Source: an optimization exercise on an open RTL-to-GDS flow (aim: small area, a short achievable clock period and few clock cycles per item). Production flows keep margins and buffers that such runs may drop. The RTL was checked by simulation tests, not by an equivalence proof against the original design. Power figures rest on the tool's default switching activity, not on a simulated workload.

==> flow/design.v <==
package bspmc_pkg;
  localparam int SocW    = 24;
  localparam int CountW  = 18;
  localparam int VoltW   = 13;
  localparam int SStepW  = 16;
  localparam int CStepW  = 10;
  localparam int ModeW   = 8;
  localparam int SwW     = 7;
  localparam int OpW     = 3;
  localparam int CfgIdxW = 3;
  localparam int CfgDatW = 24;
  localparam int InDatW  = 80;
  localparam int OutDatW = 64;
  localparam logic [SocW-1:0] SOC_ONE = 24'd8388608;
  localparam logic [OpW-1:0] OP_PULSE    = 3'd0;
  localparam logic [OpW-1:0] OP_TICK     = 3'd1;
  localparam logic [OpW-1:0] OP_SET_MODE = 3'd2;
  localparam logic [OpW-1:0] OP_RESTORE  = 3'd3;
  localparam logic [OpW-1:0] OP_INIT_SOC = 3'd4;
  localparam logic [OpW-1:0] OP_ACK      = 3'd5;
  localparam logic [ModeW-1:0] MODE_DETUMBLE  = 8'd0;
  localparam logic [ModeW-1:0] MODE_CRITICAL  = 8'd1;
  localparam logic [ModeW-1:0] MODE_SURVIVAL  = 8'd2;
  localparam logic [ModeW-1:0] MODE_LOW_POWER = 8'd3;
  localparam logic [ModeW-1:0] MODE_IDLE      = 8'd4;
  localparam logic [ModeW-1:0] MODE_NORMAL    = 8'd5;
  localparam logic [ModeW-1:0] MODE_NONE      = 8'd255;
  localparam logic [CfgIdxW-1:0] REG_CRIT_TH     = 3'd0;
  localparam logic [CfgIdxW-1:0] REG_SURV_TH     = 3'd1;
  localparam logic [CfgIdxW-1:0] REG_LOWPWR_TH   = 3'd2;
  localparam logic [CfgIdxW-1:0] REG_CHARGED_MV  = 3'd3;
  localparam logic [CfgIdxW-1:0] REG_SOC_STEP    = 3'd4;
  localparam logic [CfgIdxW-1:0] REG_CHARGE_STEP = 3'd5;
  localparam logic [CfgIdxW-1:0] REG_CAPACITY    = 3'd6;
  localparam logic [SocW-1:0]   RST_CRIT_TH     = 24'd2097152;
  localparam logic [SocW-1:0]   RST_SURV_TH     = 24'd2516582;
  localparam logic [SocW-1:0]   RST_LOWPWR_TH   = 24'd3355443;
  localparam logic [VoltW-1:0]  RST_CHARGED_MV  = 13'd7100;
  localparam logic [SStepW-1:0] RST_SOC_STEP    = 16'd1526;
  localparam logic [CStepW-1:0] RST_CHARGE_STEP = 10'd25;
  localparam logic [CountW-1:0] RST_CAPACITY    = 18'd129600;
  typedef struct packed {
    logic [VoltW-1:0]  voltage_mv;
    logic              charge_dir;
    logic [ModeW-1:0]  mode_value;
    logic [15:0]       mode_primary;
    logic [15:0]       mode_redundant;
    logic [SocW-1:0]   soc_init;
    logic [OpW-1:0]    opcode;
  } in_item_t;
  function automatic logic [SwW-1:0] load_pattern(input logic [ModeW-1:0] m);
    logic [SwW-1:0] p;
    unique case (m)
      MODE_DETUMBLE:  p = 7'h03;
      MODE_CRITICAL:  p = 7'h00;
      MODE_SURVIVAL:  p = 7'h05;
      MODE_LOW_POWER: p = 7'h0F;
      MODE_IDLE:      p = 7'h0D;
      MODE_NORMAL:    p = 7'h1F;
      default:        p = 7'h00;
    endcase
    load_pattern = p;
  endfunction
endpackage
module battery_soc_power_mode_controller
(
  input  logic                clk,
  input  logic                rst,
  input  logic                s_tvalid,
  output logic                s_tready,
  input  logic [bspmc_pkg::OpW-1:0]      s_tuser,
  input  logic [bspmc_pkg::InDatW-1:0]   s_tdata,
  output logic                m_tvalid,
  input  logic                m_tready,
  output logic [bspmc_pkg::OutDatW-1:0]  m_tdata,
  input  logic                cfg_valid,
  output logic                cfg_ready,
  input  logic [bspmc_pkg::CfgIdxW-1:0]  cfg_index,
  input  logic [bspmc_pkg::CfgDatW-1:0]  cfg_data
);
  localparam int SocW   = bspmc_pkg::SocW;
  localparam int CountW = bspmc_pkg::CountW;
  localparam int ModeW  = bspmc_pkg::ModeW;
  localparam int SwW    = bspmc_pkg::SwW;
  localparam int SStepW = bspmc_pkg::SStepW;
  localparam int CStepW = bspmc_pkg::CStepW;
  logic [SocW-1:0]              crit_th;
  logic [SocW-1:0]              surv_th;
  logic [SocW-1:0]              lowpwr_th;
  logic [bspmc_pkg::VoltW-1:0]  charged_mv;
  logic [SStepW-1:0]            soc_step;
  logic [CStepW-1:0]            charge_step;
  logic [CountW-1:0]            capacity;
  logic [ModeW-1:0]  current_mode, current_mode_next;
  logic [ModeW-1:0]  applied_mode, applied_mode_next;
  logic              mode_changed, mode_changed_next;
  logic [SwW-1:0]    switch_pattern, switch_pattern_next;
  logic [SocW-1:0]   soc_est, soc_est_next;
  logic [CountW-1:0] charge_total, charge_total_next;
  logic              updated, updated_next;
  logic              accept;
  logic [2:0]                  op;
  logic                        dir;
  logic [bspmc_pkg::VoltW-1:0] volt;
  logic [ModeW-1:0]            mval;
  logic [15:0]                 prim, redu;
  logic [SocW-1:0]             sinit;
  assign op    = s_tuser;
  assign dir   = s_tdata[0];
  assign volt  = s_tdata[13:1];
  assign mval  = s_tdata[21:14];
  assign prim  = s_tdata[37:22];
  assign redu  = s_tdata[53:38];
  assign sinit = s_tdata[77:54];
  assign cfg_ready = 1'b1;
  assign s_tready  = !m_tvalid || m_tready;
  assign accept    = s_tvalid && s_tready;
  always_ff @(posedge clk) begin
    if (rst) begin
      crit_th     <= bspmc_pkg::RST_CRIT_TH;
      surv_th     <= bspmc_pkg::RST_SURV_TH;
      lowpwr_th   <= bspmc_pkg::RST_LOWPWR_TH;
      charged_mv  <= bspmc_pkg::RST_CHARGED_MV;
      soc_step    <= bspmc_pkg::RST_SOC_STEP;
      charge_step <= bspmc_pkg::RST_CHARGE_STEP;
      capacity    <= bspmc_pkg::RST_CAPACITY;
    end else if (cfg_valid) begin
      case (cfg_index)
        3'd0: crit_th     <= cfg_data;
        3'd1: surv_th     <= cfg_data;
        3'd2: lowpwr_th   <= cfg_data;
        3'd3: charged_mv  <= cfg_data[bspmc_pkg::VoltW-1:0];
        3'd4: soc_step    <= cfg_data[SStepW-1:0];
        3'd5: charge_step <= cfg_data[CStepW-1:0];
        3'd6: capacity    <= cfg_data[CountW-1:0];
        default: ;
      endcase
    end
  end
  logic [CountW:0]   count_sum;
  logic [CountW:0]   count_dif;
  logic [SocW:0]     soc_sum;
  logic [SocW:0]     soc_dif;
  logic [CountW-1:0] count_up, count_dn;
  logic [SocW-1:0]   soc_up, soc_dn;
  assign count_sum = {1'b0, charge_total} + {{(CountW+1-CStepW){1'b0}}, charge_step};
  assign count_dif = {1'b0, charge_total} - {{(CountW+1-CStepW){1'b0}}, charge_step};
  assign soc_sum   = {1'b0, soc_est} + {{(SocW+1-SStepW){1'b0}}, soc_step};
  assign soc_dif   = {1'b0, soc_est} - {{(SocW+1-SStepW){1'b0}}, soc_step};
  logic [CountW:0] csa_s, csa_c;
  logic [CountW:0] cap_n;
  logic [CountW+1:0] count_ovf;
  assign cap_n = ~{1'b0, capacity};
  assign csa_s = {1'b0, charge_total} ^ {{(CountW+1-CStepW){1'b0}}, charge_step} ^ cap_n;
  assign csa_c = ({1'b0, charge_total} & {{(CountW+1-CStepW){1'b0}}, charge_step})
               | ({1'b0, charge_total} & cap_n)
               | ({{(CountW+1-CStepW){1'b0}}, charge_step} & cap_n);
  assign count_ovf = {1'b0, csa_s} + {csa_c, 1'b0};
  assign count_up = count_ovf[CountW+1] ? capacity : count_sum[CountW-1:0];
  assign count_dn = count_dif[CountW] ? '0 : count_dif[CountW-1:0];
  logic [SocW-1:0] ovf_s, ovf_c;
  logic [SocW:0]   ovf_x;
  logic            soc_ovf;
  always_comb begin
    for (int i = 0; i < SocW; i++) begin
      if (i < SStepW) begin
        ovf_s[i] = ~(soc_est[i] ^ soc_step[i]);
        ovf_c[i] = soc_est[i] | soc_step[i];
      end else if (i < SocW-1) begin
        ovf_s[i] = ~soc_est[i];
        ovf_c[i] = soc_est[i];
      end else begin
        ovf_s[i] = soc_est[i];
        ovf_c[i] = 1'b0;
      end
    end
  end
  assign ovf_x   = {1'b0, ovf_s} + {ovf_c, 1'b0};
  assign soc_ovf = ovf_x[SocW];
  assign soc_up = soc_ovf ? bspmc_pkg::SOC_ONE : soc_sum[SocW-1:0];
  assign soc_dn = soc_dif[SocW] ? '0 : soc_dif[SocW-1:0];
  logic lt_crit, lt_surv, lt_low;
  assign lt_crit = soc_est < crit_th;
  assign lt_surv = soc_est < surv_th;
  assign lt_low  = soc_est < lowpwr_th;
  logic ld_crit, ld_surv, ld_low, ld_cur;
  assign ld_crit = applied_mode != bspmc_pkg::MODE_CRITICAL;
  assign ld_surv = applied_mode != bspmc_pkg::MODE_SURVIVAL;
  assign ld_low  = applied_mode != bspmc_pkg::MODE_LOW_POWER;
  assign ld_cur  = (applied_mode != current_mode) && (current_mode <= bspmc_pkg::MODE_NORMAL);
  logic [SwW-1:0] sw_crit, sw_surv, sw_low, sw_cur;
  assign sw_crit = ld_crit ? bspmc_pkg::load_pattern(bspmc_pkg::MODE_CRITICAL)  : switch_pattern;
  assign sw_surv = ld_surv ? bspmc_pkg::load_pattern(bspmc_pkg::MODE_SURVIVAL)  : switch_pattern;
  assign sw_low  = ld_low  ? bspmc_pkg::load_pattern(bspmc_pkg::MODE_LOW_POWER) : switch_pattern;
  assign sw_cur  = ld_cur  ? bspmc_pkg::load_pattern(current_mode)              : switch_pattern;
  logic [ModeW-1:0] tick_mode;
  logic [SwW-1:0]   tick_sw;
  logic             tick_upd;
  assign tick_mode = lt_crit ? bspmc_pkg::MODE_CRITICAL
                   : lt_surv ? bspmc_pkg::MODE_SURVIVAL
                   : lt_low  ? bspmc_pkg::MODE_LOW_POWER
                   : current_mode;
  assign tick_sw   = lt_crit ? sw_crit : lt_surv ? sw_surv : lt_low ? sw_low : sw_cur;
  assign tick_upd  = lt_crit ? ld_crit : lt_surv ? ld_surv : lt_low ? ld_low : ld_cur;
  logic             prim_ok;
  logic [ModeW-1:0] restore_mode;
  logic             restore_ne;
  assign prim_ok      = prim == redu;
  assign restore_mode = prim_ok ? prim[ModeW-1:0] : bspmc_pkg::MODE_IDLE;
  assign restore_ne   = prim_ok ? (prim[ModeW-1:0] != applied_mode)
                                : (applied_mode != bspmc_pkg::MODE_IDLE);
  logic [SocW-1:0] init_soc;
  assign init_soc = (sinit[SocW-1] && |sinit[SocW-2:0]) ? bspmc_pkg::SOC_ONE : sinit;
  always_comb begin
    current_mode_next   = current_mode;
    applied_mode_next   = applied_mode;
    mode_changed_next   = mode_changed;
    switch_pattern_next = switch_pattern;
    soc_est_next        = soc_est;
    charge_total_next   = charge_total;
    updated_next        = 1'b0;
    case (op)
      3'd0: begin
        if (dir) begin
          charge_total_next = count_up;
          soc_est_next      = soc_up;
        end else begin
          charge_total_next = count_dn;
          soc_est_next      = (volt > charged_mv) ? bspmc_pkg::SOC_ONE : soc_dn;
        end
      end
      3'd1: begin
        current_mode_next   = tick_mode;
        applied_mode_next   = tick_mode;
        mode_changed_next   = 1'b0;
        switch_pattern_next = tick_sw;
        updated_next        = tick_upd;
      end
      3'd2: begin
        current_mode_next = mval;
        mode_changed_next = mval != applied_mode;
      end
      3'd3: begin
        current_mode_next = restore_mode;
        mode_changed_next = restore_ne;
      end
      3'd4: soc_est_next = init_soc;
      3'd5: begin
        applied_mode_next = current_mode;
        mode_changed_next = 1'b0;
      end
      default: ;
    endcase
  end
  always_ff @(posedge clk) begin
    if (rst) begin
      current_mode   <= bspmc_pkg::MODE_LOW_POWER;
      applied_mode   <= bspmc_pkg::MODE_NONE;
      mode_changed   <= 1'b1;
      switch_pattern <= '0;
      soc_est        <= '0;
      charge_total   <= bspmc_pkg::RST_CAPACITY;
      updated        <= 1'b0;
      m_tvalid       <= 1'b0;
    end else if (accept) begin
      current_mode   <= current_mode_next;
      applied_mode   <= applied_mode_next;
      mode_changed   <= mode_changed_next;
      switch_pattern <= switch_pattern_next;
      soc_est        <= soc_est_next;
      charge_total   <= charge_total_next;
      updated        <= updated_next;
      m_tvalid       <= 1'b1;
    end else if (m_tready) begin
      m_tvalid       <= 1'b0;
    end
  end
  assign m_tdata = {{(bspmc_pkg::OutDatW-59){1'b0}},
                    charge_total,
                    soc_est,
                    updated,
                    switch_pattern,
                    mode_changed,
                    current_mode};
endmodule
==> flow/flow/run.sh <==
#!/bin/bash
# Standard ORFS layout (the standard.sh), except that synthesis maps with
# the delay-driven ABC script in flow/abc_speed.script and without the adder
# cell mapping, and the port buffers start as buf_1 cells.
set -euo pipefail
rm -rf scripts_abc
cp -r "$FLOW_HOME/scripts" scripts_abc
cp flow/abc_speed.script scripts_abc/abc_speed.script
bash standard.sh SCRIPTS_DIR="$PWD/scripts_abc" ADDER_MAP_FILE= BUFFER_PORTS_ARGS="-buffer_cell sky130_fd_sc_hd__buf_1" CTS_ARGS='-sink_clustering_enable -repair_clock_nets -dont_use_dummy_load -buf_list {sky130_fd_sc_hd__clkbuf_4 sky130_fd_sc_hd__clkbuf_8}' finish > standard.log 2>&1
==> flow/flow/abc_speed.script <==
strash
dch
map -D 1750
topo
stime -c
buffer -c
upsize -c -D 1750
dnsize -c -D 1750
==> flow/standard.sh <==
#!/bin/bash
# synth_recipe.tcl (not shown) runs the flow's synth.tcl, then flattens the netlist and writes it again
# the make line also repeats each setting of config.mk as NAME=value (left out here)
make -C /OpenROAD-flow-scripts/flow DESIGN_CONFIG=/design/flow/config.mk WORK_HOME=/design/flow/orfs CLKGATE_MAP_FILE= SYNTH_SCRIPT=/design/flow/synth_recipe.tcl "${@:-finish}"
==> flow/config.mk <==
export PLATFORM = sky130hd
export DESIGN_NAME = battery_soc_power_mode_controller
export DESIGN_NICKNAME = battery_soc_power_mode_controller
export VERILOG_FILES = /design/flow/design.v
export SDC_FILE = /design/flow/constraint.sdc
export NUM_CORES = 4
export LEC_CHECK = 0
export CAP_MARGIN = 20
export CORE_MARGIN = 2
export CORE_UTILIZATION = 55
export PLACE_DENSITY = 0.75
export SETUP_SLACK_MARGIN = 2.2
export SLEW_MARGIN = 20
export TNS_END_PERCENT = 100
==> flow/constraint.sdc <==
create_clock -name core_clock -period 5.0 [get_ports {clk}]
set_input_delay 1.0000 -clock core_clock [delete_from_list [all_inputs] [get_ports {clk}]]
set_output_delay 1.0000 -clock core_clock [all_outputs]
set_load 0.01 [all_outputs]
==> results.sh, run 1 <==
export IMPL_holdCritPathClass="register to register"
export IMPL_cts_made_buffers=17
export IMPL_drc=0
export IMPL_crit_type="register to register"
export IMPL_routed_wl_met3_mm=3.012
export IMPL_max_clock_path_buffers=2
export IMPL_antenna_found_initial=0
export IMPL_drt_total_wl_mm=42.77
export IMPL_fin_setup_tns_ns=0
export IMPL_hold_depth=2
export IMPL_ys_seq_area_share_pct=29.10
export IMPL_fin_skew_ns=0.02821
export IMPL_via_per_inst=5.873
export IMPL_cts_root_buffer="clkbuf_8"
export IMPL_reg2regPathDepth=13
export IMPL_first_pass_iters=6
export IMPL_synth_compound_area_share_pct=29.60
export IMPL_holdPathEnd="switch_pattern[4]$_SDFFE_PP0P_"
export IMPL_coreArea_um2=24110
export IMPL_initial_core_util_pct=55.66
export IMPL_fin_crit_sh_pct=56.63
export IMPL_vias=15060
export IMPL_crit_chain="nor2_1, nor2_2, nand3_2, a211oi_2, nand2_2, nor4_4, nor3b_4, o21ai_2, and3_4, a31oi_4, o2111ai_4, buf_6, a21oi_2"
export IMPL_cp_arrival_ns=3.25
export IMPL_yosys_area_share_xor_xnor_pct=6.006
export IMPL_synthToLayoutAreaGrowth_pct=15.61
export IMPL_rsz0062_at_grt="yes"
export IMPL_grt_pass1_vias=13590
export IMPL_worst_path_buf_inv=1
export IMPL_synthArstFlopShare_pct=0
export IMPL_wl_met2_mm=20.24
export IMPL_syn_avg_cell_area_um2=6.475
export IMPL_slew_violations=0
export IMPL_r2r_start="soc_est[23]$_SDFFE_PP0P_"
export IMPL_fillers=2303
export IMPL_start_kind="register"
export IMPL_layout_nets=2358
export IMPL_r2r_slack_ns=2.17
export IMPL_relSlewSlack_pct=17.29
export IMPL_pwr_density_cell_nw_per_um2=223.7
export IMPL_ir_drop_mv=0.1305
export IMPL_wl_per_cell_um=16.67
export IMPL_place_inst=2496
export IMPL_grt_pass1_wl_mm=66.26
export IMPL_grt_max_degree=67
export IMPL_tightest_slew_ns=1.236
export IMPL_drt_iter0_drc=1063
export IMPL_yosysWarnings=1
export IMPL_period_needed_ns=2.831
export IMPL_worstSetupEndpointType="register"
export IMPL_drive_gt1_share_pct=13.70
export IMPL_total_power_mw=3.469
export IMPL_clkLatencyLatePin_ns=0.48
export IMPL_path_max_fanout=6
export IMPL_hold_viol=0
export IMPL_postCtsHoldBufs=0
export IMPL_cts_sinks=195
export IMPL_synth_edf_count=0
export IMPL_crit_family="simple AND/OR/NAND/NOR gates"
export IMPL_portBuffers=171
export IMPL_setup_viol=0
export IMPL_gp_congestion=0.9356
export IMPL_path_clk_slew_ns=0.10
export IMPL_synthDistinctLibCells=74
export IMPL_place_hpwl_mm=30.95
export IMPL_grt_usage_pct=31.46
export IMPL_muxShareOfSynthArea_pct=0
export IMPL_top_layer_used="met4"
export IMPL_synth_fa_ha_area_share_pct=0
export IMPL_worstPathRequired_ns=5.42
export IMPL_critical_path_max_stage_delay_ns=0.41
export IMPL_antenna_cells=0
export IMPL_synth_simple_area_share_pct=24.96
export IMPL_drtAntennaViolNets=0
export IMPL_critPathSlowestCell="dfxtp_4"
export IMPL_gr_total_overflow=0
export IMPL_status="timing/DRC/antenna clean"
export IMPL_die_y_um=160.2
export IMPL_wl_met1_mm=18.22
export IMPL_die_w_um=160.2
export IMPL_final_cells=2565
export IMPL_leakage_nw=6.373
export IMPL_dieArea_um2=25660
export IMPL_synthCells=2072
export IMPL_post_route_util_pct=64.35
export IMPL_cts_htree_levels=4
export IMPL_ios=182
export IMPL_synthFlopType="dfxtp_1"
export IMPL_max_freq_ghz=0.3532
export IMPL_cts_tree="yes"
export IMPL_synth_top_family_by_area="compound AO/OA/AOI/OAI gates"
export IMPL_rows=57
export IMPL_maxCapViolations=0
export IMPL_netlist_area_um2=13420
export IMPL_holdCritStartpoint="switch_pattern[4]$_SDFFE_PP0P_"
export IMPL_ys_ff_latch=195
export IMPL_r2r_end="switch_pattern[1]$_SDFFE_PP0P_"
==> sequential cells by signal, indices dropped and copies added (netlist names), 13 cells and up <==
register,count
crit_th,24
lowpwr_th,24
soc_est,24
surv_th,24
capacity,18
charge_total,18
soc_step,16
charged_mv,13
==> power by group <==
group	internal (mW)	switching, mW	leakage [nW]	total, mW
logic	0.355	0.611	4.65	0.966
clock network	0.302	0.524	0.122	0.827
registers	1.61	0.0665	1.60	1.68
total	2.27	1.20	6.37	3.47
==> placed cells by master (no fill, tap or decap), types with 5 or more instances in the layout <==
cell type  netlist  routed
nor2_2          14      28
clkbuf_8         0      17
inv_1          221     208
buf_4           15      50
or2_2           11      11
o211ai_1        22      22
nand2_1        288     277
a221oi_2         4       8
nor4_1          22      18
nor2_4           8      16
buf_6            4       6
nor2_1         300     278
o22ai_1         36      35
o21ai_1         17      25
nand3_1         59      54
dfxtp_4          0       9
a221oi_1        17      13
o21ai_0        216     205
a22oi_1         14      14
xnor2_1         15      15
nor3_1          33      27
inv_2           23      29
nand3_2          2       5
a31oi_1         36      36
a21oi_4          2       5
inv_4            0       6
a21oi_2          4      10
conb_1           2       8
buf_1            2     168
dfxtp_2          0      20
nand4_1         14      14
nor3_2           1       7
nand2_2          5      15
dfxtp_1        195     166
a21oi_1        237     228
buf_12           0       6
o21ai_2          6       7
xor2_1          77      77
==> per-stage QoR <==
stage               hold slack, ns  instance area (um2)  setup slack, ns
global route                0.4828                15510            2.052
CTS                         0.4633                14580            2.101
global placement            0.4359                14160            1.348
finish                      0.4554                15510            2.169
detailed placement          0.4434                14160            1.349
floorplan                   0.4191                13440            2.233
==> metal layers <==
metal,vias up,global-route usage [%]
met5,-,0
met4,0,12.20
met2,629,54.29
met3,97,3.688
met1,6992,40.26
li1,7346,-
==> worst max-delay path by stage <==
stage                                   from  slack (ns)                             end  cells after the start
CTS                  soc_est[1]$_SDFFE_PP0P_        2.10        soc_est[22]$_SDFFE_PP0P_                     15
floorplan                        s_tdata[12]        2.23        soc_est[22]$_SDFFE_PP0P_                     13
global route         soc_est[4]$_SDFFE_PP0P_        2.05         soc_est[0]$_SDFFE_PP0P_                     15
finish              soc_est[23]$_SDFFE_PP0P_        2.17  switch_pattern[1]$_SDFFE_PP0P_                     13
global placement                  s_tuser[2]        1.35       mode_changed$_SDFFE_PP1P_                     11
detailed placement                s_tuser[2]        1.35       mode_changed$_SDFFE_PP1P_                     11
==> cell families (layout without fill, tap and decap cells) <==
| group | after synthesis | in the layout |
|---|---|---|
| buffers and inverters | 340 | 502 |
| AO/OA/AOI/OAI | 669 | 670 |
| XOR/XNOR | 92 | 92 |
| flip-flops | 195 | 195 |
| other | 2 | 8 |
| AND/OR/NAND/NOR | 774 | 774 |
==> synthesized netlist by cell type (15+ instances only) <==
cell	count	area, um2
a21oi_1	237	1186
a221oi_1	17	148.9
a31oi_1	36	225.2
buf_4	15	112.6
clkbuf_1	62	232.7
dfxtp_1	195	3904
inv_1	221	829.6
inv_2	23	86.33
nand2_1	288	1081
nand3_1	59	295.3
nor2_1	300	1126
nor3_1	33	165.2
nor4_1	22	137.6
o211ai_1	22	165.2
o21ai_0	216	1081
o21ai_1	17	85.08
o22ai_1	36	225.2
xnor2_1	15	131.4
xor2_1	77	674.4
==> cell type report <==
| class | count | area (um2) | area share [%] |
|---|---|---|---|
| Clock buffer | 17 | 234.0 | 1.508 |
| Multi-Input combinational cell | 1544 | 8661 | 55.84 |
| Timing Repair Buffer | 237 | 1284 | 8.276 |
| Sequential cell | 195 | 3963 | 25.55 |
| Tap cell | 324 | 405.4 | 2.614 |
| Inverter | 248 | 964.7 | 6.219 |
==> worst min-delay path: stages (launching register included) <==
cell	delay, ns
dfxtp_1	0.32
inv_1	0.05
a21oi_1	0.05
==> what timing repair did <==
| action | 4_1_cts | 5_1_grt |
|---|---|---|
| gates cloned | 0 | 4 |
| pin swaps | 4 | 48 |
| endpoints found under the setup margin | 59 | 64 |
| gates resized for setup | 33 | 150 |
| setup buffers | 6 | 42 |
Testbench counts, summed over its fixed seeds: cycles 12,008, items 12,000.
==> inputs of run 2 (changes only) <==
==> flow/flow/run.sh (replaced) <==
#!/bin/bash
# Standard ORFS layout (the standard.sh), except that synthesis maps with
# the delay-driven ABC script in flow/abc_speed.script and without the adder
# cell mapping, and the port buffers start as buf_1 cells.
set -euo pipefail
rm -rf scripts_abc
cp -r "$FLOW_HOME/scripts" scripts_abc
cp flow/abc_speed.script scripts_abc/abc_speed.script
bash standard.sh SCRIPTS_DIR="$PWD/scripts_abc" ADDER_MAP_FILE= BUFFER_PORTS_ARGS="-buffer_cell sky130_fd_sc_hd__buf_1" CTS_ARGS='-sink_clustering_enable -repair_clock_nets -dont_use_dummy_load -buf_list {sky130_fd_sc_hd__clkbuf_8 sky130_fd_sc_hd__clkbuf_16}' finish > standard.log 2>&1
==> flow/flow/abc_speed.script (replaced) <==
strash
balance
rewrite
refactor
balance
rewrite
rewrite -z
balance
refactor -z
rewrite -z
balance
dch
map -D 1750
topo
stime -c
buffer -c
upsize -c -D 1750
dnsize -c -D 1750
--- a/flow/config.mk
+++ b/flow/config.mk
@@ -8,7 +8,7 @@
 export CAP_MARGIN = 20
 export CORE_MARGIN = 2
-export CORE_UTILIZATION = 55
-export PLACE_DENSITY = 0.75
-export SETUP_SLACK_MARGIN = 2.2
+export CORE_UTILIZATION = 40
+export PLACE_DENSITY = 0.6
+export SETUP_SLACK_MARGIN = 2.0
 export SLEW_MARGIN = 20
 export TNS_END_PERCENT = 100
==> run 2 against run 1 <==
  * Via count shrank 3.1%
  * Clock power is 39% higher
  * Power grew 12%
  * Synthesized cell count fell by 3.3%
  * Clock-buffer cell count did not move
  * Critical path depth fell by 4
  * Fmax decreased by 3.2%
  * Non-clock buffer count is 25 lower
  * Cell area shrank 0.79%
  * Register-to-register slack worse by 0.09 ns
==> results.sh, run 2 <==
export IMPL_status="timing/DRC/antenna clean"
export IMPL_synthFlopType="dfxtp_1"
export IMPL_place_inst=2551
export IMPL_synth_top_family_by_area="compound AO/OA/AOI/OAI gates"
export IMPL_yosys_area_top_type="dfxtp_1"
export IMPL_synth_top_cell_area_share_pct=29.37
export IMPL_synthToLayoutAreaGrowth_pct=15.79
export IMPL_crit_type="primary input to register"
export IMPL_wl_per_cell_um=17.27
export IMPL_combPwrFrac_pct=26.7
export IMPL_synthDistinctLibCells=77
export IMPL_drt_total_wl_mm=44.91
export IMPL_initial_core_util_pct=40.74
export IMPL_first_pass_iters=5
export IMPL_layout_nets=2275
export IMPL_postCtsHoldBufs=0
export IMPL_grt_usage_pct=24.99
export IMPL_coreArea_um2=32620
export IMPL_antenna_cells=0
export IMPL_syn_avg_cell_area_um2=6.632
export IMPL_final_cells=2600
export IMPL_netlist_area_um2=13290
export IMPL_cp_arrival_ns=3.23
export IMPL_grt_pass1_wl_mm=68.20
export IMPL_leakage_nw=6.469
export IMPL_cts_htree_levels=4
export IMPL_startpoint="s_tdata[0]"
export IMPL_mostFrequentLayoutCells="nand2_1, inv_1, a21oi_1, o21ai_0, nor2_1"
export IMPL_yosys_area_share_xor_xnor_pct=3.747
export IMPL_drtAntennaViolNets=0
export IMPL_holdWs_ns=0.4728
export IMPL_seq_power_share_pct=43.7
export IMPL_cts_made_buffers=17
export IMPL_rows=66
export IMPL_worstPathRequired_ns=5.31
export IMPL_synthArstFlopShare_pct=0
export IMPL_grt_pass1_vias=13060
export IMPL_slew_violations=0
export IMPL_ios=182
export IMPL_p_int_mw=2.573
export IMPL_maxCapViolations=0
export IMPL_drive_gt1_share_pct=12.14
export IMPL_place_hpwl_mm=33.55
export IMPL_die_y_um=186.3
export IMPL_ir_drop_mv=0.2602
export IMPL_worstSetupEndpoint="soc_est[13]$_SDFFE_PP0P_"
export IMPL_muxShareOfSynthArea_pct=0
export IMPL_hold_viol=0
export IMPL_power_switching_mw=1.300
export IMPL_max_freq_ghz=0.3417
export IMPL_ys_ff_latch=195
export IMPL_antenna_found_initial=1
export IMPL_synth_most_common_cell="inv_1"
export IMPL_clkPwrFrac_pct=29.6
export IMPL_yosysWarnings=1
export IMPL_path_clk_slew_ns=0.05
export IMPL_worstSetupEndpointType="register"
export IMPL_fin_setup_tns_ns=0
export IMPL_layout_commonest_cell="nand2_1"
export IMPL_via_per_inst=5.616
export IMPL_ys_top_cells_by_count="inv_1, nand2_1, a21oi_1"
export IMPL_die_w_um=186.3
export IMPL_synth_simple_area_share_pct=21.45
export IMPL_r2r_end="soc_est[19]$_SDFFE_PP0P_"
export IMPL_placed_area_um2=14230
export IMPL_r2r_slack_ns=2.08
export IMPL_fin_skew_ns=0.03411
export IMPL_ys_seq_area_share_pct=29.37
export IMPL_pwr_density_cell_nw_per_um2=251.7
export IMPL_gr_total_overflow=0
export IMPL_gp_congestion=0.9167
export IMPL_setup_viol=0
export IMPL_postLayoutCellArea_um2=15390
export IMPL_tightest_slew_ns=1.015
export IMPL_synth_fa_ha_area_share_pct=0
export IMPL_drc=0
export IMPL_rsz0062_at_grt="yes"
export IMPL_p_sw_share_pct=33.57
export IMPL_drt_iter0_drc=1257
export IMPL_clkLatencyLatePin_ns=0.45
export IMPL_cts_tree="yes"
export IMPL_portBuffers=171
export IMPL_cts_root_buffer="clkbuf_16"
export IMPL_synth_top_cells_by_area="dfxtp_1, a21oi_1, o21ai_0"
export IMPL_fin_crit_sh_pct=58.53
export IMPL_relSlewSlack_pct=32.31
export IMPL_r2r_start="soc_est[4]$_SDFFE_PP0P_"
export IMPL_max_clock_path_buffers=2
export IMPL_post_route_util_pct=47.18
export IMPL_synth_compound_area_share_pct=34.36
export IMPL_period_needed_ns=2.926
export IMPL_synth_edf_count=0
export IMPL_holdCritPathClass="register to register"
export IMPL_grt_max_degree=98
export IMPL_vias=14600
export IMPL_synthCells=2004
export IMPL_cts_sinks=195
export IMPL_reg2regPathDepth=13
export IMPL_start_kind="primary input"
export IMPL_path_max_fanout=17
export IMPL_dieArea_um2=34700
[run 2: cell count changes after synthesis, moves of 10 or more]
cell      before  now
a21oi_1      237  250
xnor2_1       15    5
nor2_1       300  204
nand2_1      288  262
xor2_1        77   50
inv_1        221  264
o221ai_1       5   17
a22oi_1       14   35
[run 2: final cells by class]
cell class              instances  area (um2)
inverters                     282        1104
repair buffers                212       984.7
fillers                      3411       17230
multi-input cells            1450        8357
clock buffers                  17       425.4
well taps                     442       553.0
repair inverters                2       21.27
flip-flops and latches        195        3944
[run 2: kinds of logic (layout without fill, tap and decap cells)]
kind of cell	after synthesis	count (layout)
AOI/OAI and AO/OA	742	742
and+or+nand+nor	643	644
buffers and inverters	366	513
DFF	195	195
xor gates and xnor gates	56	56
other	2	8
[run 2: how the worst min path moves through the flow]
stage	cells after the start	from	slack, ns	end
floorplan	2	updated$_SDFFE_PP0P_	0.45	updated$_SDFFE_PP0P_
global placement	2	updated$_SDFFE_PP0P_	0.46	updated$_SDFFE_PP0P_
detailed placement	2	updated$_SDFFE_PP0P_	0.46	updated$_SDFFE_PP0P_
CTS	2	updated$_SDFFE_PP0P_	0.47	updated$_SDFFE_PP0P_
global route	2	crit_th[21]$_SDFFE_PP1P_	0.51	crit_th[21]$_SDFFE_PP1P_
finish	2	switch_pattern[0]$_SDFFE_PP0P_	0.47	switch_pattern[0]$_SDFFE_PP0P_
[run 2: through the flow]
step	total power, mW	worst slack [ns]
after CTS	3.797	2.001
after floorplan	2.361	2.035
after detailed placement	2.616	0.9142
after global placement	2.606	1.009
final	3.873	2.074
after global routing	4.063	1.922
[run 2: critical path, stage by stage]
cell and delay [ns]:
buf_1 0.58, inv_1 0.55, and2_4 0.37, nand2_8 0.13
buf_12 0.13, clkinv_8 0.06, a22oi_1 0.19, o21ai_0 0.10
o211a_1 0.12
[run 2: per-layer routing]
layer  part of all wire, %  track usage, %  up-vias  routed length, um
met3                   6.3           3.680       48               2815
met4                   1.9           5.953        2                843
met5                 0.027               0        -                 12
met2                    45           40.00      507              20190
met1                    47           35.36     6774              21050
li1                      -               -     7271                  -
[run 2: repair_timing]
action | 4_1_cts | 5_1_grt
resized for setup | 37 | 105
setup buffers | 9 | 19
endpoints found under the setup margin | 53 | 60
endpoints found under the hold margin | 0 | 0
pin swaps | 5 | 18
cloned | 1 | 3
[run 2: power by group through the flow]
stage	logic [mW]	clock network, mW	registers, mW
after floorplan	0.662	0	1.70
final	1.04	1.15	1.69
after global placement	0.887	0	1.72
after CTS	0.931	1.18	1.69
after global routing	1.14	1.22	1.70
after detailed placement	0.896	0	1.72
==> inputs of run 3 (changes only) <==
==> flow/flow/abc_speed.script (replaced) <==
strash
balance
rewrite
refactor
balance
rewrite
rewrite -z
balance
refactor -z
rewrite -z
balance
dch
map -D 1500
topo
stime -c
buffer -c
upsize -c -D 1500
dnsize -c -D 1500
==> run 3 against run 2 <==
  * Still clean
  * Clock-buffer cell count stayed put
  * Final cell count increased by 2.0%
  * Register-to-register slack better by 0.098 ns
  * Area after synthesis up 2.4%
  * Critical path depth rose by 1
  * Worst setup slack improved by 0.10 ns
  * Non-clock buffer count decreased by 20
  * Clock skew is 0.0023 ns higher
  * First-iteration DRC count is 4.0% higher
  * Largest power group unchanged
==> results.sh, run 3 <==
export IMPL_synth_top_cell_area_share_pct=28.70
export IMPL_coreArea_um2=33530
export IMPL_relSlewSlack_pct=36.38
export IMPL_drt_total_wl_mm=46.23
export IMPL_initial_core_util_pct=40.57
export IMPL_cts_root_buffer="clkbuf_16"
export IMPL_wl_per_cell_um=17.44
export IMPL_holdCritPathClass="register to register"
export IMPL_holdCritStartpoint="switch_pattern[1]$_SDFFE_PP0P_"
export IMPL_ys_ff_latch=195
export IMPL_cts_made_buffers=17
export IMPL_path_max_fanout=7
export IMPL_grt_max_degree=102
export IMPL_slew_violations=0
export IMPL_postCtsHoldBufs=0
export IMPL_gr_total_overflow=0
export IMPL_yosys_area_top_type="dfxtp_1"
export IMPL_cts_htree_levels=4
export IMPL_leakage_nw=6.483
export IMPL_cts_tree="yes"
export IMPL_synth_top_cells_by_area="dfxtp_1, a21oi_1, o21ai_0"
export IMPL_portBuffers=171
export IMPL_worstSetupEndpointType="register"
export IMPL_pwr_density_cell_nw_per_um2=251.6
export IMPL_ys_seq_area_share_pct=28.70
export IMPL_max_freq_ghz=0.3544
export IMPL_antenna_cells=0
export IMPL_cts_sinks=195
export IMPL_period_needed_ns=2.822
export IMPL_worstPathRequired_ns=5.35
export IMPL_antenna_found_initial=0
export IMPL_synth_most_common_cell="nand2_1"
export IMPL_rsz0062_at_grt="no"
export IMPL_synthDistinctLibCells=78
export IMPL_grt_usage_pct=25.76
export IMPL_die_w_um=188.4
export IMPL_place_inst=2629
export IMPL_crit_chain="nor2_1, nor2_2, o22ai_1, nor3b_1, o21a_1, o21bai_1, nand2_2, o32ai_1, nand2_1, a221oi_1"
export IMPL_via_per_inst=5.641
export IMPL_fin_setup_tns_ns=0
export IMPL_synth_compound_area_share_pct=33.81
export IMPL_crit_type="register to register"
export IMPL_r2r_start="soc_est[8]$_SDFFE_PP0P_"
export IMPL_maxCapViolations=0
export IMPL_synthToLayoutAreaGrowth_pct=11.06
export IMPL_die_y_um=188.4
export IMPL_max_clock_path_buffers=2
export IMPL_place_hpwl_mm=35.83
export IMPL_start_kind="register"
export IMPL_fin_skew_ns=0.03637
export IMPL_grt_pass1_vias=13780
export IMPL_muxShareOfSynthArea_pct=0
export IMPL_path_clk_slew_ns=0.07
export IMPL_synthArstFlopShare_pct=0
export IMPL_layout_nets=2320
export IMPL_drive_gt1_share_pct=8.171
export IMPL_critical_path_max_stage_delay_ns=0.56
export IMPL_drtAntennaViolNets=0
export IMPL_setup_viol=0
export IMPL_startpoint="soc_est[8]$_SDFFE_PP0P_"
export IMPL_rows=67
export IMPL_synthCells=2076
export IMPL_syn_avg_cell_area_um2=6.553
export IMPL_mostFrequentLayoutCells="nand2_1, a21oi_1, inv_1, o21ai_0, dfxtp_1"
export IMPL_fin_crit_sh_pct=56.44
export IMPL_ir_drop_mv=0.2575
export IMPL_gp_congestion=0.9528
export IMPL_synth_edf_count=0
export IMPL_dieArea_um2=35500
export IMPL_grt_pass1_wl_mm=73.47
export IMPL_critPathSlowestCell="dfxtp_1"
export IMPL_final_cells=2651
export IMPL_tightest_slew_ns=0.9544
export IMPL_synth_top_family_by_area="compound AO/OA/AOI/OAI gates"
export IMPL_cp_arrival_ns=3.17
export IMPL_ios=182
export IMPL_yosysWarnings=1
export IMPL_synth_simple_area_share_pct=23.54
export IMPL_drt_iter0_drc=1307
export IMPL_hold_viol=0
export IMPL_first_pass_iters=5
export IMPL_netlist_area_um2=13600
export IMPL_layout_commonest_cell="nand2_1"
export IMPL_synth_fa_ha_area_share_pct=0
export IMPL_drc=0
export IMPL_yosys_area_share_xor_xnor_pct=3.155
export IMPL_vias=14960
export IMPL_synthFlopType="dfxtp_1"
export IMPL_ys_top_cells_by_count="nand2_1, a21oi_1, inv_1"
export IMPL_status="timing/DRC/antenna clean"
export IMPL_clkLatencyLatePin_ns=0.46
-- run 3: cell types whose count changed in the layout (fill, tap and decap cells not counted), moves of 11 or more --
cell / previous run / this run
nand2_1: 261 / 307
nand3_1: 51 / 85
nor2_1: 182 / 162
o21ai_0: 214 / 233
dfxtp_1: 169 / 186
dfxtp_2: 23 / 8
a21oi_1: 248 / 262
buf_4: 35 / 21
a221oi_2: 14 / 1
nor2_2: 27 / 14
nor3_1: 19 / 32
inv_1: 256 / 245
-- run 3: final timing paths --
path / cells after the start / slack (ns) / end
min reg2reg: 2 / 0.46 / switch_pattern[1]$_SDFFE_PP0P_
max reg2reg: 10 / 2.18 / soc_est[2]$_SDFFE_PP0P_
max: 10 / 2.18 / soc_est[2]$_SDFFE_PP0P_
min: 2 / 0.46 / switch_pattern[1]$_SDFFE_PP0P_
-- run 3: through the flow --
stage | hold WS, ns | setup slack [ns] | area [um2] | util, % | power, mW
6_report | 0.4587 | 2.178 | 15110 | 45.06 | 3.802
5_1_grt | 0.4818 | 2.001 | 15110 | 45.06 | 4.002
4_1_cts | 0.4675 | 2.024 | 15000 | 44.74 | 3.808
3_5_place_dp | 0.4568 | 1.521 | 14540 | 43.35 | 2.640
3_3_place_gp | 0.4489 | 1.546 | 14540 | 43.35 | 2.626
2_1_floorplan | 0.4457 | 2.211 | 13630 | - | 2.378
-- run 3: layer usage --
layer  global-route usage (%)  vias up  part of all wire, %
met4                    7.212        0                  1.8
met5                        0        -                    0
met3                    3.334       57                  5.3
met2                    42.38      436                   46
li1                         -     7452                    -
met1                    35.40     7010                   47
-- run 3: power breakdown --
group	total [mW]	switching (mW)	internal, mW
clock	1.17	0.575	0.593
sequential	1.69	0.0757	1.61
combinational	0.945	0.631	0.314
total	3.80	1.28	2.52
-- run 3: final cells by class --
cell class                      instances  area [um2]
Clock buffer                           17       425.4
Tap cell                              448       560.5
Fill cell                            3545       18420
Sequential cell                       195        3918
Multi-Input combinational cell       1526        8357
Timing Repair Buffer                  192       800.8
Inverter                              273        1047
-- run 3: critical path: cells and delay by family, from the launching register on --
family           cells  cell delay (ns)
AO/OA/AOI/OAI        5             1.26
AND/OR/NAND/NOR      5             0.93
flip-flops           1             0.56
-- run 3: cells by family (layout without fill, tap and decap cells) --
logic type	Yosys count	in the layout
other	2	8
XOR/XNOR	49	49
AND/OR/NAND/NOR	708	708
flip-flops	195	195
AO/OA/AOI/OAI	761	761
buffers and inverters	361	482
-- run 3: repair_timing --
action | CTS | global route
endpoints found under the hold margin | 0 | 0
cloned | 0 | 0
resized for setup | 8 | 28
pin swaps | 0 | 1
endpoints found under the setup margin | 25 | 57
setup buffers | 3 | 2
==> inputs of run 4 (changes only) <==
--- a/flow/config.mk
+++ b/flow/config.mk
@@ -10,5 +10,5 @@
 export CORE_UTILIZATION = 40
 export PLACE_DENSITY = 0.6
-export SETUP_SLACK_MARGIN = 2.0
+export SETUP_SLACK_MARGIN = 2.2
 export SLEW_MARGIN = 20
 export TNS_END_PERCENT = 100
==> run 4 against run 3 <==
  * Final cell count increased by 0.83%
  * Routed wire length increased by 1.5%
  * Cell area increased by 3.5%
  * Sequential share of layout area decreased by 0.74 points
  * Synthesized cell count unchanged
  * Area after synthesis unchanged
  * Power increased by 2.6%
  * Critical path depth increased by 4
  * Clock power about the same
  * Critical path type is now primary input to register
  * Critical endpoint unchanged
  * Largest cell class unchanged
  * Highest routed layer unchanged
==> results.sh, run 4 <==
export IMPL_max_clock_path_buffers=2
export IMPL_yosysWarnings=1
export IMPL_worstSetupEndpointType="register"
export IMPL_multi_input_area_um2=8632
export IMPL_slew_violations=0
export IMPL_seq_power_share_pct=43.3
export IMPL_vias=15000
export IMPL_synth_top_family_by_area="compound AO/OA/AOI/OAI gates"
export IMPL_ys_ff_latch=195
export IMPL_synthFlopType="dfxtp_1"
export IMPL_grt_pass1_vias=13800
export IMPL_leakage_nw=6.673
export IMPL_dieArea_um2=35500
export IMPL_worstPathRequired_ns=5.35
export IMPL_grt_usage_pct=25.78
export IMPL_placed_area_um2=14540
export IMPL_cts_root_buffer="clkbuf_16"
export IMPL_setup_viol=0
export IMPL_post_route_util_pct=46.64
export IMPL_rows=67
export IMPL_ir_drop_mv=0.2572
export IMPL_fin_setup_tns_ns=0
export IMPL_synth_compound_area_share_pct=33.81
export IMPL_grt_pass1_wl_mm=73.51
export IMPL_synth_top_cell_area_share_pct=28.70
export IMPL_gp_congestion=0.9528
export IMPL_synth_fa_ha_area_share_pct=0
export IMPL_period_needed_ns=2.744
export IMPL_synth_most_common_cell="nand2_1"
export IMPL_fin_skew_ns=0.03864
export IMPL_r2r_end="soc_est[14]$_SDFFE_PP0P_"
export IMPL_mostFrequentLayoutCells="nand2_1, a21oi_1, inv_1, o21ai_0, dfxtp_1"
export IMPL_path_clk_slew_ns=0.07
export IMPL_netlist_area_um2=13600
export IMPL_combPwrFrac_pct=26.7
export IMPL_first_pass_iters=6
export IMPL_cts_htree_levels=4
export IMPL_antenna_found_initial=0
export IMPL_muxShareOfSynthArea_pct=0
export IMPL_worstSetupEndpoint="soc_est[2]$_SDFFE_PP0P_"
export IMPL_place_inst=2629
export IMPL_cp_arrival_ns=3.10
export IMPL_rsz0062_at_grt="yes"
export IMPL_synthDistinctLibCells=78
export IMPL_ys_top_cells_by_count="nand2_1, a21oi_1, inv_1"
export IMPL_max_freq_ghz=0.3644
export IMPL_grt_max_degree=102
export IMPL_drt_total_wl_mm=46.93
export IMPL_synth_edf_count=0
export IMPL_initial_core_util_pct=40.57
export IMPL_synthToLayoutAreaGrowth_pct=14.96
export IMPL_gr_total_overflow=0
export IMPL_power_switching_mw=1.323
export IMPL_fin_crit_sh_pct=54.88
export IMPL_status="timing/DRC/antenna clean"
export IMPL_drt_iter0_drc=1280
export IMPL_r2r_start="soc_est[16]$_SDFFE_PP0P_"
export IMPL_r2r_slack_ns=2.30
export IMPL_die_w_um=188.4
export IMPL_relSlewSlack_pct=35.70
export IMPL_holdCritPathClass="register to register"
export IMPL_antenna_cells=0
export IMPL_startpoint="s_tdata[4]"
export IMPL_synth_simple_area_share_pct=23.54
export IMPL_layout_commonest_cell="nand2_1"
export IMPL_postCtsHoldBufs=0
export IMPL_place_hpwl_mm=35.83
export IMPL_reg2regPathDepth=12
export IMPL_p_sw_share_pct=33.89
export IMPL_layout_nets=2342
export IMPL_synthCells=2076
export IMPL_tightest_slew_ns=0.9645
export IMPL_clkLatencyLatePin_ns=0.46
export IMPL_die_y_um=188.4
export IMPL_via_per_inst=5.612
export IMPL_ios=182
export IMPL_portBuffers=171
export IMPL_holdWs_ns=0.4595
export IMPL_ys_seq_area_share_pct=28.70
export IMPL_path_max_fanout=3
export IMPL_p_int_mw=2.580
export IMPL_postLayoutCellArea_um2=15640
export IMPL_clkPwrFrac_pct=29.9
export IMPL_dp_slack_ns=1.521
export IMPL_hold_viol=0
export IMPL_synth_top_cells_by_area="dfxtp_1, a21oi_1, o21ai_0"
export IMPL_yosys_area_top_type="dfxtp_1"
export IMPL_yosys_area_share_xor_xnor_pct=3.155
export IMPL_crit_type="primary input to register"
export IMPL_cts_tree="yes"
export IMPL_wl_per_cell_um=17.56
export IMPL_syn_avg_cell_area_um2=6.553
export IMPL_cts_sinks=195
export IMPL_cts_made_buffers=17
export IMPL_fillers=3516
export IMPL_drtAntennaViolNets=0
export IMPL_synthArstFlopShare_pct=0
export IMPL_start_kind="primary input"
export IMPL_pwr_density_cell_nw_per_um2=249.5
export IMPL_maxCapViolations=0
export IMPL_drc=0
export IMPL_coreArea_um2=33530
export IMPL_drive_gt1_share_pct=11.64
export IMPL_holdCritStartpoint="switch_pattern[1]$_SDFFE_PP0P_"
export IMPL_setup_slack_ns=2.256
export IMPL_total_power_mw=3.902
export IMPL_final_cells=2673
export IMPL_ff_latch_area_um2=3939
## run 4: cell families after synthesis
group | after synthesis
buf+inv | 361
compound gates | 761
other cells | 2
simple gates | 708
flops | 195
xor+xnor | 49
## run 4: worst min-delay path by stage
stage               cells past startpoint                             end  slack, ns
global placement                        2  switch_pattern[1]$_SDFFE_PP0P_       0.45
floorplan                               2            updated$_SDFFE_PP0P_       0.45
finish                                  2  switch_pattern[1]$_SDFFE_PP0P_       0.46
CTS                                     2  switch_pattern[1]$_SDFFE_PP0P_       0.47
detailed placement                      2  switch_pattern[1]$_SDFFE_PP0P_       0.46
global route                            2  switch_pattern[1]$_SDFFE_PP0P_       0.48
## run 4: layout make-up
| class | count | area share [%] |
|---|---|---|
| Inverter | 273 | 6.761 |
| Clock buffer | 17 | 2.720 |
| Multi-Input combinational cell | 1527 | 55.20 |
| Tap cell | 448 | 3.584 |
| Sequential cell | 195 | 25.19 |
| Timing Repair inverter | 1 | 0.05600 |
| Timing Repair Buffer | 212 | 6.497 |
## run 4: power groups by stage
stage	Combinational, mW	Sequential (mW)	Clock [mW]
finish	1.04	1.69	1.17
global route	1.16	1.70	1.25
CTS	0.935	1.69	1.19
detailed placement	0.920	1.72	0
global placement	0.906	1.72	0
floorplan	0.679	1.70	0
## run 4: worst max-delay path: stages
cell,delay (ns)
clkbuf_2,0.10
or2_4,0.24
nand3b_1,0.12
nor3_2,0.07
buf_4,0.13
o21bai_1,0.14
a21oi_1,0.10
o32ai_2,0.15
buf_4,0.24
nand3_4,0.14
buf_12,0.19
o32ai_1,0.16
nand2_1,0.11
a221oi_2,0.21
## run 4: routing by layer
metal / track usage (%) / share of wire [%] / vias to the layer above
li1: - / - / 7505
met1: 35.39 / 46 / 6986
met4: 7.452 / 2.1 / 0
met5: 0 / 0 / -
met3: 3.334 / 5.4 / 60
met2: 42.34 / 46 / 450
## run 4: repair_timing
action,in CTS,in global routing
buffers inserted,3,22
pin swaps,0,23
gates resized for setup,24,91
endpoints found under the setup margin,59,87
cloned,0,2
==> inputs of run 5 (changes only) <==
--- a/flow/config.mk
+++ b/flow/config.mk
@@ -10,5 +10,5 @@
 export CORE_UTILIZATION = 40
 export PLACE_DENSITY = 0.6
-export SETUP_SLACK_MARGIN = 2.2
+export SETUP_SLACK_MARGIN = 2.1
 export SLEW_MARGIN = 20
 export TNS_END_PERCENT = 100
==> run 5 against run 4 <==
  * Still clean on timing, DRC and antenna
  * Synthesized cell count did not move
  * Worst setup slack lost 0.070 ns
  * Area after synthesis is the same
  * Clock power hardly changed
  * Sequential share of layout area is 0.59 points higher
  * Utilization shrank 1.2 points
==> results.sh, run 5 <==
export IMPL_status="timing/DRC/antenna clean"
export IMPL_hold_depth=2
export IMPL_synth_top_cells_by_area="dfxtp_1, a21oi_1, o21ai_0"
export IMPL_holdPathEnd="switch_pattern[1]$_SDFFE_PP0P_"
export IMPL_cts_tree="yes"
export IMPL_max_freq_ghz=0.3553
export IMPL_drtAntennaViolNets=0
export IMPL_mostFrequentLayoutCells="nand2_1, a21oi_1, inv_1, o21ai_0, dfxtp_1"
export IMPL_place_inst=2629
export IMPL_ir_drop_mv=0.2547
export IMPL_syn_avg_cell_area_um2=6.553
export IMPL_drive_gt1_share_pct=9.144
export IMPL_grt_pass1_vias=13790
export IMPL_cts_sinks=195
export IMPL_crit_type="register to register"
export IMPL_cts_htree_levels=4
export IMPL_initial_core_util_pct=40.57
export IMPL_r2r_slack_ns=2.19
export IMPL_hold_viol=0
export IMPL_drt_total_wl_mm=46.71
export IMPL_yosys_area_top_type="dfxtp_1"
export IMPL_setup_viol=0
export IMPL_start_kind="register"
export IMPL_holdWs_ns=0.4588
export IMPL_grt_pass1_wl_mm=73.50
export IMPL_r2r_start="soc_est[16]$_SDFFE_PP0P_"
export IMPL_wl_per_cell_um=17.58
export IMPL_worstSetupEndpointType="register"
export IMPL_final_cells=2657
export IMPL_rows=67
export IMPL_fin_skew_ns=0.03697
export IMPL_layout_commonest_cell="nand2_1"
export IMPL_ys_seq_area_share_pct=28.70
export IMPL_dieArea_um2=35500
export IMPL_setup_slack_ns=2.186
export IMPL_placed_area_um2=14540
export IMPL_maxCapViolations=0
export IMPL_ys_top_cells_by_count="nand2_1, a21oi_1, inv_1"
export IMPL_fin_crit_sh_pct=56.29
export IMPL_synth_most_common_cell="nand2_1"
export IMPL_antenna_found_initial=0
export IMPL_synthToLayoutAreaGrowth_pct=11.99
export IMPL_cp_arrival_ns=3.12
export IMPL_synthDistinctLibCells=78
export IMPL_ys_ff_latch=195
export IMPL_synthCells=2076
export IMPL_ios=182
export IMPL_synthArstFlopShare_pct=0
export IMPL_gr_total_overflow=0
export IMPL_path_max_fanout=18
export IMPL_holdCritPathClass="register to register"
export IMPL_dp_slack_ns=1.521
export IMPL_drc=0
export IMPL_tightest_slew_ns=0.9262
export IMPL_drt_iter0_drc=1285
export IMPL_slew_violations=0
export IMPL_grt_max_degree=102
export IMPL_yosysWarnings=1
export IMPL_postCtsHoldBufs=0
export IMPL_gp_congestion=0.9528
export IMPL_cts_root_buffer="clkbuf_16"
export IMPL_cts_made_buffers=17
export IMPL_netlist_area_um2=13600
export IMPL_pwr_density_cell_nw_per_um2=252.8
export IMPL_r2r_end="soc_est[14]$_SDFFE_PP0P_"
export IMPL_fin_setup_tns_ns=0
export IMPL_synth_top_cell_area_share_pct=28.70
export IMPL_path_clk_slew_ns=0.07
export IMPL_max_clock_path_buffers=2
export IMPL_layout_nets=2326
export IMPL_via_per_inst=5.645
export IMPL_holdCritStartpoint="switch_pattern[1]$_SDFFE_PP0P_"
export IMPL_grt_usage_pct=25.77
export IMPL_die_y_um=188.4
export IMPL_vias=15000
export IMPL_synthFlopType="dfxtp_1"
export IMPL_synth_edf_count=0
export IMPL_relSlewSlack_pct=38.25
export IMPL_antenna_cells=0
export IMPL_first_pass_iters=6
export IMPL_die_w_um=188.4
export IMPL_clkLatencyLatePin_ns=0.46
export IMPL_post_route_util_pct=45.43
export IMPL_place_hpwl_mm=35.83
export IMPL_rsz0062_at_grt="yes"
export IMPL_coreArea_um2=33530
export IMPL_period_needed_ns=2.814
export IMPL_postLayoutCellArea_um2=15230
export IMPL_reg2regPathDepth=12
export IMPL_worstPathRequired_ns=5.30
export IMPL_leakage_nw=6.526
export IMPL_portBuffers=171
export IMPL_total_power_mw=3.852
[run 5: cell counts after synthesis]
Identical to the previous run, type by type.
[run 5: how the worst max path moves through the flow]
stage | to | start | cells past startpoint | slack, ns
global placement | soc_est[3]$_SDFFE_PP0P_ | s_tdata[4] | 13 | 1.55
floorplan | soc_est[0]$_SDFFE_PP0P_ | s_tdata[4] | 10 | 2.21
finish | soc_est[14]$_SDFFE_PP0P_ | soc_est[16]$_SDFFE_PP0P_ | 12 | 2.19
detailed placement | soc_est[3]$_SDFFE_PP0P_ | s_tdata[4] | 13 | 1.52
CTS | soc_est[14]$_SDFFE_PP0P_ | soc_est[17]$_SDFFE_PP0P_ | 11 | 2.12
global route | mode_changed$_SDFFE_PP1P_ | s_tuser[2] | 12 | 1.94
[run 5: critical path, cell delays in order, from the launching register on]
cell and delay, ns:
dfxtp_1 0.30, buf_4 0.20, clkinv_2 0.18, nor4_1 0.35, o221ai_1 0.29, a21oi_1 0.27
nand2_1 0.10, a21oi_1 0.19, o21bai_2 0.13, and2_4 0.27, a32o_1 0.27, nand2_1 0.07
a21oi_1 0.06
[run 5: logic make-up after synthesis]
logic type / synth area share [%]
xor gates and xnor gates: 3.155
buffers and inverters: 10.74
DFF: 28.70
other: 0.05521
AOI/OAI and AO/OA: 33.81
and+or+nand+nor: 23.54
[run 5: metal layers]
layer  up-vias  wire, um  global-route usage [%]
li1       7473         -                       -
met3        68      2535                   3.334
met5         -         0                       0
met1      7000     21630                   35.42
met4         0      1013                   7.181
met2       457     21530                   42.41
[run 5: repair_timing]
action / 4_1_cts / 5_1_grt
gates resized for setup: 11 / 43
gates cloned: 0 / 2
buffers inserted: 3 / 6
endpoints found under the setup margin: 44 / 76
pin swaps: 0 / 6
hold endpoints to repair: 0 / 0
[run 5: power by group]
part	switching (mW)	total (mW)	internal, mW
clock	0.575	1.17	0.593
sequential	0.0762	1.69	1.61
combinational	0.648	0.993	0.344
[run 5: area by class of cell]
type | count | area (um2)
fillers | 3536 | 18300
multi-input cells | 1527 | 8411
flip-flops and latches | 195 | 3926
inverters | 273 | 1047
repair buffers | 196 | 855.8
well taps | 448 | 560.5
clock buffers | 17 | 425.4
repair inverters | 1 | 8.758
==> inputs of run 6 (changes only) <==
--- a/flow/config.mk
+++ b/flow/config.mk
@@ -10,5 +10,5 @@
 export CORE_UTILIZATION = 40
 export PLACE_DENSITY = 0.6
-export SETUP_SLACK_MARGIN = 2.1
+export SETUP_SLACK_MARGIN = 1.8
 export SLEW_MARGIN = 20
 export TNS_END_PERCENT = 100
==> run 6 against run 5 <==
  * Worst hold slack barely moved
  * Utilization down 0.71 points
  * Combinational power down 6.0%
  * Flip-flop and latch count stayed put
  * Power decreased by 1.6%
  * Largest cell class unchanged
  * Largest power group unchanged
==> results.sh, run 6 <==
export IMPL_status="timing/DRC/antenna clean"
export IMPL_postLayoutCellArea_um2=15000
export IMPL_synth_top_cells_by_area="dfxtp_1, a21oi_1, o21ai_0"
export IMPL_holdWs_ns=0.4588
export IMPL_drc=0
export IMPL_holdCritStartpoint="switch_pattern[1]$_SDFFE_PP0P_"
export IMPL_grtUsageMet2_pct=42.25
export IMPL_period_needed_ns=2.962
export IMPL_ios=182
export IMPL_netlist_area_um2=13600
export IMPL_drt_total_wl_mm=46.15
export IMPL_ys_top_cells_by_count="nand2_1, a21oi_1, inv_1"
export IMPL_ys_seq_area_share_pct=28.70
export IMPL_r2r_end="soc_est[2]$_SDFFE_PP0P_"
export IMPL_grtUsageMet3_pct=3.390
export IMPL_portBuffers=171
export IMPL_cts_root_buffer="clkbuf_16"
export IMPL_yosysWarnings=1
export IMPL_cts_made_buffers=17
export IMPL_combPwrFrac_pct=24.6
export IMPL_cp_arrival_ns=3.31
export IMPL_r2r_slack_ns=2.04
export IMPL_critPathSlowestCell="dfxtp_1"
export IMPL_setup_viol=0
export IMPL_rows=67
export IMPL_crit_type="register to register"
export IMPL_clkLatencyLatePin_ns=0.46
export IMPL_synth_most_common_cell="nand2_1"
export IMPL_post_route_util_pct=44.72
export IMPL_slew_violations=0
export IMPL_holdCritPathClass="register to register"
export IMPL_path_clk_slew_ns=0.07
export IMPL_synthFlopType="dfxtp_1"
export IMPL_critical_path_max_stage_delay_ns=0.60
export IMPL_die_w_um=188.4
export IMPL_rsz0062_at_grt="yes"
export IMPL_syn_avg_cell_area_um2=6.553
export IMPL_synth_edf_count=0
export IMPL_dieArea_um2=35500
export IMPL_fin_skew_ns=0.03662
export IMPL_grt_pass1_wl_mm=73.45
export IMPL_synthArstFlopShare_pct=0
export IMPL_mostFrequentLayoutCells="nand2_1, a21oi_1, inv_1, o21ai_0, dfxtp_1"
export IMPL_relSlewSlack_pct=37.30
export IMPL_cts_htree_levels=4
export IMPL_placed_area_um2=14540
export IMPL_r2r_start="soc_est[9]$_SDFFE_PP0P_"
export IMPL_p_int_mw=2.514
export IMPL_coreArea_um2=33530
export IMPL_fin_setup_tns_ns=0
export IMPL_cts_tree="yes"
export IMPL_drtAntennaViolNets=0
export IMPL_synthDistinctLibCells=78
export IMPL_worstPathRequired_ns=5.35
export IMPL_wl_per_cell_um=17.44
export IMPL_yosys_area_top_type="dfxtp_1"
export IMPL_place_hpwl_mm=35.83
export IMPL_worstSetupEndpointType="register"
export IMPL_gp_congestion=0.9528
export IMPL_fillers=3557
export IMPL_antenna_cells=0
export IMPL_power_switching_mw=1.274
export IMPL_holdPathEnd="switch_pattern[1]$_SDFFE_PP0P_"
export IMPL_layout_nets=2315
export IMPL_fin_crit_sh_pct=59.25
export IMPL_pwr_density_cell_nw_per_um2=252.6
export IMPL_synthToLayoutAreaGrowth_pct=10.24
export IMPL_antenna_found_initial=0
export IMPL_start_kind="register"
export IMPL_ys_ff_latch=195
export IMPL_multi_input_area_um2=8305
export IMPL_hold_viol=0
export IMPL_ir_drop_mv=0.2580
export IMPL_synth_top_cell_area_share_pct=28.70
export IMPL_reg2regPathDepth=12
export IMPL_crit_chain="nor2_1, inv_2, nand2_2, inv_2, o22ai_1, nor3b_1, o21a_1, o21bai_1, nand2_1, o32ai_1, nand2_1, a221oi_1"
export IMPL_path_max_fanout=9
export IMPL_total_power_mw=3.788
export IMPL_layout_commonest_cell="nand2_1"
export IMPL_max_freq_ghz=0.3376
export IMPL_grt_busiest_layer="met2"
export IMPL_via_per_inst=5.643
export IMPL_grt_max_degree=102
export IMPL_seq_power_share_pct=44.6
export IMPL_grt_use_met1_pct=35.37
export IMPL_maxCapViolations=0
export IMPL_tightest_slew_ns=0.9405
export IMPL_grt_usage_pct=25.76
export IMPL_gr_total_overflow=0
export IMPL_first_pass_iters=7
export IMPL_hold_depth=2
export IMPL_initial_core_util_pct=40.57
export IMPL_max_clock_path_buffers=2
export IMPL_ff_latch_area_um2=3906
export IMPL_clkPwrFrac_pct=30.8
export IMPL_drt_iter0_drc=1266
export IMPL_drive_gt1_share_pct=7.188
export IMPL_leakage_nw=6.446
export IMPL_grt_pass1_vias=13780
export IMPL_cts_sinks=195
export IMPL_vias=14930
export IMPL_synthCells=2076
export IMPL_p_sw_share_pct=33.63
export IMPL_die_y_um=188.4
==> run 6: cell counts after synthesis <==
No cell type changed its count.
==> run 6: routing by layer <==
metal,wire length (um),share of wire (%),vias to the layer above
met3,2511,5.4,60
met5,0,0,-
met4,936,2.0,0
li1,-,-,7442
met2,21240,46,444
met1,21460,47,6986
==> run 6: worst max path at each step <==
stage | start | end | slack [ns] | cells after the start
final | soc_est[9]$_SDFFE_PP0P_ | soc_est[2]$_SDFFE_PP0P_ | 2.04 | 12
after detailed placement | s_tdata[4] | soc_est[3]$_SDFFE_PP0P_ | 1.52 | 13
after global routing | charge_total[1]$_SDFFE_PP0P_ | charge_total[13]$_SDFFE_PP1P_ | 1.76 | 17
after global placement | s_tdata[4] | soc_est[3]$_SDFFE_PP0P_ | 1.55 | 13
after CTS | soc_est[18]$_SDFFE_PP0P_ | soc_est[2]$_SDFFE_PP0P_ | 1.93 | 12
after floorplan | s_tdata[4] | soc_est[0]$_SDFFE_PP0P_ | 2.21 | 10
==> run 6: cell families after synthesis <==
group / count (synthesis) / share of synthesized area, %
AO/OA/AOI/OAI: 761 / 33.81
AND/OR/NAND/NOR: 708 / 23.54
buffers and inverters: 361 / 10.74
flip-flops: 195 / 28.70
XOR/XNOR: 49 / 3.155
other: 2 / 0.05521
==> run 6: worst max-delay path, delay by kind of cell, from the launching register on <==
kind / cells / cell delay (ns)
AOI/OAI and AO/OA: 5 / 1.21
buffers and inverters: 2 / 0.24
DFF: 1 / 0.60
and+or+nand+nor: 5 / 0.83
==> run 6: metrics by stage <==
step / std cells / worst slack (ns)
final: 2646 / 2.038
after global routing: 2646 / 1.758
after CTS: 2646 / 1.928
after detailed placement: 2629 / 1.521
after global placement: 2629 / 1.546
after floorplan: 2082 / 2.211
==> run 6: power by group through the flow <==
stage,Combinational (mW),Sequential (mW),Clock [mW]
2_1_floorplan,0.679,1.70,0
4_1_cts,0.923,1.69,1.19
3_5_place_dp,0.920,1.72,0
3_3_place_gp,0.906,1.72,0
5_1_grt,1.05,1.70,1.25
6_report,0.933,1.69,1.17
==> run 6: layout make-up <==
class	instances	share of cell area, %
multi-input combinational	1526	55.39
tap	448	3.738
sequential	195	26.05
clock buffer	17	2.837
timing repair buffer	187	5.090
inverter	273	6.900
==> run 6: timing repair <==
| item | in CTS | in global routing |
|---|---|---|
| hold buffers | 0 | 0 |
| endpoints found under the setup margin | 18 | 22 |
| pin swaps | 0 | 0 |
| gates resized for setup | 2 | 9 |
| setup buffers | 0 | 0 |

what the ideal ports hide:
In the flow no input, the clock included, has a driving cell. The finished layouts below were timed again as built, in two steps.
Step 1 assumes that a clkbuf_16 drives the clock port and a buf_2 every other input.
Step 2 times the ports against the registers' clock, not the clock port: input delays grow and output delays shrink by t, the midpoint of the rising clock arrivals with the driver on.
a / b / c = no drivers / after step 1 / after step 2; a / b = the first two.
| run | t (ns) | setup slack, ns | worst setup path at the end | clock arrival spread, ns |
|---|---|---|---|---|
| run 1 | 0.512 | 2.169 / 2.169 / 1.730 | input to register | 0.028 / 0.029 |
| run 2 | 0.483 | 2.074 / 2.078 / 1.614 | input to register | 0.036 / 0.036 |
| run 3 | 0.493 | 2.178 / 2.178 / 1.744 | input to register | 0.036 / 0.036 |
| run 4 | 0.493 | 2.256 / 2.286 / 1.793 | input to register | 0.038 / 0.038 |
| run 5 | 0.489 | 2.186 / 2.186 / 1.741 | input to register | 0.037 / 0.037 |
| run 6 | 0.494 | 2.038 / 2.038 / 1.659 | input to register | 0.037 / 0.036 |
After both steps every run listed still meets setup and hold. For run 4, which loses most, drivers alone change the setup slack by +0.030 ns; drivers and shift together by -0.463 ns.
